Background: an optimization exercise with open tools, aiming at small area, a short achievable clock period and few clock cycles. Do not read the settings as production practice. The RTL was checked by simulation tests, not by an equivalence proof against the original design.

==> zinc: inputs <==
// lane
module lane (
  input  logic    clk_i,
  input  logic    rst_ni,
  input  logic [lane_isa_pkg::VinsnW-1:0]  insn_i,
  input  logic    insn_valid_i,
  output logic    insn_ready_o,
  input  logic [lane_isa_pkg::LduWrW-1:0] ldu_wr_i,
  input  logic    ldu_valid_i,
  output logic    ldu_ready_o,
  output logic [32-1:0]     stu_operand_o,
  output logic    stu_valid_o,
  input  logic    stu_ready_i,
  output logic    done_o,
  output logic [lane_isa_pkg::VidW-1:0]    done_id_o
);
  localparam int unsigned NrRegs = 8;
  localparam int unsigned VlMax  = 8;
  localparam int unsigned W      = 32;
  localparam int unsigned IdxW   = $clog2(8);
  localparam int unsigned NrF    = 2;
  localparam int unsigned ItemW  = 1 + lane_isa_pkg::LduWrW;
  localparam int unsigned CntW   = $clog2(NrF + 3);
  typedef logic [ItemW-1:0] item_t;
  logic  free1_q, free2_q;    
  logic  ld_acc, in_acc;
  logic  done_q;
  lane_isa_pkg::vid_t done_id_q;
  assign insn_ready_o = free1_q;
  assign ldu_ready_o  = free2_q;
  assign ld_acc       = ldu_valid_i && free2_q;
  assign in_acc       = insn_valid_i && free1_q;
  assign done_o    = done_q;
  assign done_id_o = done_id_q;
  always_ff @(posedge clk_i or negedge rst_ni) begin
    if (!rst_ni) done_q <= 1'b0;
    else         done_q <= in_acc;
  end
  always_ff @(posedge clk_i) begin
    if (in_acc) done_id_q <= insn_i[lane_isa_pkg::VidW-1:0];
  end
  logic [NrF-1:0] f_valid_q;
  item_t          f_item_q [NrF];
  item_t          strm [NrF+2];
  logic [NrF+1:0] strm_v;
  logic [CntW-1:0] f_cnt_q, cnt_d;
  logic           r_adv, take;
  item_t          r_src;
  logic           r_src_v;
  always_comb begin
    item_t inc0, inc1;
    inc0 = ld_acc ? {1'b1, ldu_wr_i} : {1'b0, (lane_isa_pkg::LduWrW - lane_isa_pkg::VinsnW)'(0), insn_i};
    inc1 = {1'b0, (lane_isa_pkg::LduWrW - lane_isa_pkg::VinsnW)'(0), insn_i};
    for (int k = 0; k < NrF + 2; k++) begin
      if (k < NrF && f_valid_q[k]) begin
        strm[k]   = f_item_q[k];
        strm_v[k] = 1'b1;
      end else if (CntW'(k) == f_cnt_q) begin
        strm[k]   = inc0;
        strm_v[k] = ld_acc || in_acc;
      end else begin
        strm[k]   = inc1;
        strm_v[k] = (CntW'(k) == f_cnt_q + 1'b1) && ld_acc && in_acc;
      end
    end
  end
  assign r_src   = strm[0];
  assign r_src_v = strm_v[0];
  ...
==> module stream_buffer, before the edit <==
module stream_buffer #(
  parameter int unsigned Depth = 2
) (
  input  logic                                   clk_i,
  input  logic                                   rst_ni,
  input  logic [8-1:0][32-1:0] data_i,
  input  logic [$clog2(8)-1:0]         last_i,    
  input  logic                                   push_i,
  output logic                                   full_o,
  output logic                                   full_next_o,
  output logic [32-1:0]                  data_o,
  output logic                                   valid_o,
  input  logic                                   ready_i
);
  localparam int unsigned PtrW = (Depth > 1) ? $clog2(Depth) : 1;
  localparam int unsigned CntW = $clog2(Depth + 1);
  localparam int unsigned IdxW = $clog2(8);
  logic [8-1:0][32-1:0] mem_q [Depth];
  logic [IdxW-1:0]   last_q [Depth];
  logic [PtrW-1:0]   wr_ptr_q, rd_ptr_q;
  logic [CntW-1:0]   count_q, count_d;
  logic [IdxW-1:0]   idx_q;
  logic              o_valid_q;
  logic [32-1:0] o_data_q;
  logic              pop, load, free, bypass, keep;
  logic              head_last_q, head_last_d;
  logic [PtrW-1:0]   rd_ptr_d;
  logic [IdxW-1:0]   idx_d, head_last_idx;
  assign pop         = o_valid_q && ready_i;
  assign load        = (!o_valid_q || pop) && (count_q != '0);
  assign free        = load && head_last_q;
  assign bypass      = push_i && (!o_valid_q || pop) && (count_q == '0);
  assign keep        = push_i && !(bypass && (last_i == '0));
  assign count_d     = count_q + CntW'(keep) - CntW'(free);
  assign full_o      = (count_q == CntW'(Depth));
  assign full_next_o = (keep && !free) ? (count_q == CntW'(Depth - 1)) :
                       (!keep && free) ? 1'b0 : full_o;
  assign rd_ptr_d = !free ? rd_ptr_q : (rd_ptr_q == PtrW'(Depth - 1)) ? '0 : rd_ptr_q + 1'b1;
  assign idx_d    = load ? (free ? '0 : idx_q + 1'b1) : ((keep && bypass) ? IdxW'(1) : idx_q);
  assign head_last_idx = (keep && (wr_ptr_q == rd_ptr_d)) ? last_i : last_q[rd_ptr_d];
  assign head_last_d   = (idx_d == head_last_idx);
  assign data_o      = o_data_q;
  assign valid_o     = o_valid_q;
  always_ff @(posedge clk_i) begin
    if (keep) begin
      mem_q[wr_ptr_q]  <= data_i;
      last_q[wr_ptr_q] <= last_i;
    end
    o_data_q <= ({32{load}} & mem_q[rd_ptr_q][idx_q]) |
                ({32{bypass}} & data_i[0]) |
                ({32{!load && !bypass}} & o_data_q);
  end
  always_ff @(posedge clk_i or negedge rst_ni) begin
    if (!rst_ni) begin
      wr_ptr_q  <= '0;
      rd_ptr_q  <= '0;
      count_q   <= '0;
      idx_q     <= '0;
      head_last_q <= 1'b0;
      o_valid_q <= 1'b0;
    end else begin
      if (keep) wr_ptr_q <= (wr_ptr_q == PtrW'(Depth - 1)) ? '0 : wr_ptr_q + 1'b1;
      rd_ptr_q    <= rd_ptr_d;
      idx_q       <= idx_d;
      head_last_q <= head_last_d;
      count_q <= count_d;
      if (load || bypass) o_valid_q <= 1'b1;
      else if (pop)       o_valid_q <= 1'b0;
    end
  end
endmodule
Settings: LEC_CHECK=0, CAP_MARGIN=20, CORE_MARGIN=2, CORE_UTILIZATION=55, CTS_CLUSTER_DIAMETER=80, CTS_CLUSTER_SIZE=24, SETUP_SLACK_MARGIN=4.3, SLEW_MARGIN=20; clock period 7.0 ns.
run.sh (not shown) runs the stock make flow with config.mk's settings and CLKGATE_MAP_FILE= SYNTH_SCRIPT=/design/flow/synth_recipe.tcl, a recipe that flattens the netlist after the stock synthesis.
==> inputs of juniper, as changes to zinc <==
--- a/flow/design.v
+++ b/flow/design.v
@@ -72,22 +72,14 @@
   logic              o_valid_q;
   logic [32-1:0] o_data_q;
   logic              pop, load, free, bypass, keep;
-  logic              head_last_q, head_last_d;
-  logic [PtrW-1:0]   rd_ptr_d;
-  logic [IdxW-1:0]   idx_d, head_last_idx;
   assign pop         = o_valid_q && ready_i;
   assign load        = (!o_valid_q || pop) && (count_q != '0);
-  assign free        = load && head_last_q;
+  assign free        = load && (idx_q == last_q[rd_ptr_q]);
   assign bypass      = push_i && (!o_valid_q || pop) && (count_q == '0);
   assign keep        = push_i && !(bypass && (last_i == '0));
   assign count_d     = count_q + CntW'(keep) - CntW'(free);
   assign full_o      = (count_q == CntW'(Depth));
-  assign full_next_o = (keep && !free) ? (count_q == CntW'(Depth - 1)) :
-                       (!keep && free) ? 1'b0 : full_o;
-  assign rd_ptr_d = !free ? rd_ptr_q : (rd_ptr_q == PtrW'(Depth - 1)) ? '0 : rd_ptr_q + 1'b1;
-  assign idx_d    = load ? (free ? '0 : idx_q + 1'b1) : ((keep && bypass) ? IdxW'(1) : idx_q);
-  assign head_last_idx = (keep && (wr_ptr_q == rd_ptr_d)) ? last_i : last_q[rd_ptr_d];
-  assign head_last_d   = (idx_d == head_last_idx);
+  assign full_next_o = (count_d == CntW'(Depth));
   assign data_o      = o_data_q;
   assign valid_o     = o_valid_q;
   always_ff @(posedge clk_i) begin
@@ -105,13 +97,12 @@
       rd_ptr_q  <= '0;
       count_q   <= '0;
       idx_q     <= '0;
-      head_last_q <= 1'b0;
       o_valid_q <= 1'b0;
     end else begin
       if (keep) wr_ptr_q <= (wr_ptr_q == PtrW'(Depth - 1)) ? '0 : wr_ptr_q + 1'b1;
-      rd_ptr_q    <= rd_ptr_d;
-      idx_q       <= idx_d;
-      head_last_q <= head_last_d;
+      if (free) rd_ptr_q <= (rd_ptr_q == PtrW'(Depth - 1)) ? '0 : rd_ptr_q + 1'b1;
+      if (load)        idx_q <= free ? '0 : idx_q + 1'b1;
+      else if (keep && bypass) idx_q <= IdxW'(1);
       count_q <= count_d;
       if (load || bypass) o_valid_q <= 1'b1;
       else if (pop)       o_valid_q <= 1'b0;
SETUP_SLACK_MARGIN = 4.0   (was 4.3)
==> results_dict.tcl <==
set metrics [dict create \
    cp_slowest_stage_delay_ns 0.71 \
    outcome "finished clean" \
    num_vias 103745 \
    crit_chain "buf_4 > and2_2 > buf_4 > a221oi_1 > nand2_1" \
    power_frac_comb_pct 5.3 \
    buffer_area_share_pct 2.92 \
    synth_fa_ha_area_share_pct 2.75 \
    drt_pass1_iterations 9 \
    regArea_sq_mm 0.0989 \
    fin_area_sq_mm 0.160 \
    dieArea_sq_mm 0.271 \
    grt_pass1_vias 99179 \
    dp_slack_ns 1.50 \
    drt-initial-drc-count 17932 \
]
(the above is from juniper)
==> results_dict.tcl <==
set metrics [dict create \
    drt_pass1_iterations 18 \
    grt_pass1_vias 100522 \
    synth_largest_area_cell "edfxtp_1" \
    power_frac_comb_pct 5.0 \
    dieArea_sq_mm 0.271 \
    regArea_sq_mm 0.0989 \
    p_sw_w 0.00833 \
    io_pins 103 \
    drt-initial-drc-count 17594 \
    design.seq.count 3610 \
    critPathKind "primary input to flop" \
    largest_register_ffs 2048 \
    p_clk_share_pct 32.4 \
    buffer_area_share_pct 3.73 \
    skew_ns 0.0367 \
    outcome "finished clean" \
    num_vias 105214 \
    netlist_top_cells_count "edfxtp_1 (2629), a22oi_1 (2100), dfxtp_1 (948), clkbuf_1 (586), nand4_1 (517)" \
    synth_fa_ha_area_share_pct 2.75 \
    fin_area_sq_mm 0.163 \
    crit_chain "buf_6 > and2_4 > clkinv_8 > nor2_4 > buf_6 > buf_6 > mux2i_2 > o21a_4 > inv_6 > ha_4 > o211ai_1 > buf_4 > o21ai_4 > o22ai_2" \
]
(the above is from zinc)
Testbench counts of zinc, summed over its fixed seeds: cycles 7,145.
Testbench counts of juniper, summed over its fixed seeds: cycles 7,145.

==> separate check: timing with driven ports <==
No port has a modelled driver above. Below, the same layouts with a new extraction and two added sets of constraints.
Step 1: set_driving_cell puts a clkbuf_16 on clk_i and a buf_2 on each other input, an assumption about the parent block.
Step 2, shift: input delay + t, output delay - t, t = (earliest + latest rising clock arrival at the registers) / 2. This alone moves slack from input paths to output paths.
a / b / c = ideal / step 1 / step 2; a / b = the first two.
| run | t, ns | setup WS [ns] | hold WS [ns] | latest minus earliest clock arrival (ns) |
|---|---|---|---|---|
| zinc | 0.955 | 4.038 / 4.031 / 3.144 | 0.342 / 0.342 / 0.342 | 0.043 / 0.043 |
| juniper | 0.974 | 4.009 / 3.921 / 3.110 | 0.342 / 0.342 / 0.342 | 0.055 / 0.055 |
After both steps every run listed still meets setup and hold. The setup slack of juniper, which loses most, moves by -0.088 ns with the drivers and by -0.899 ns with both steps.
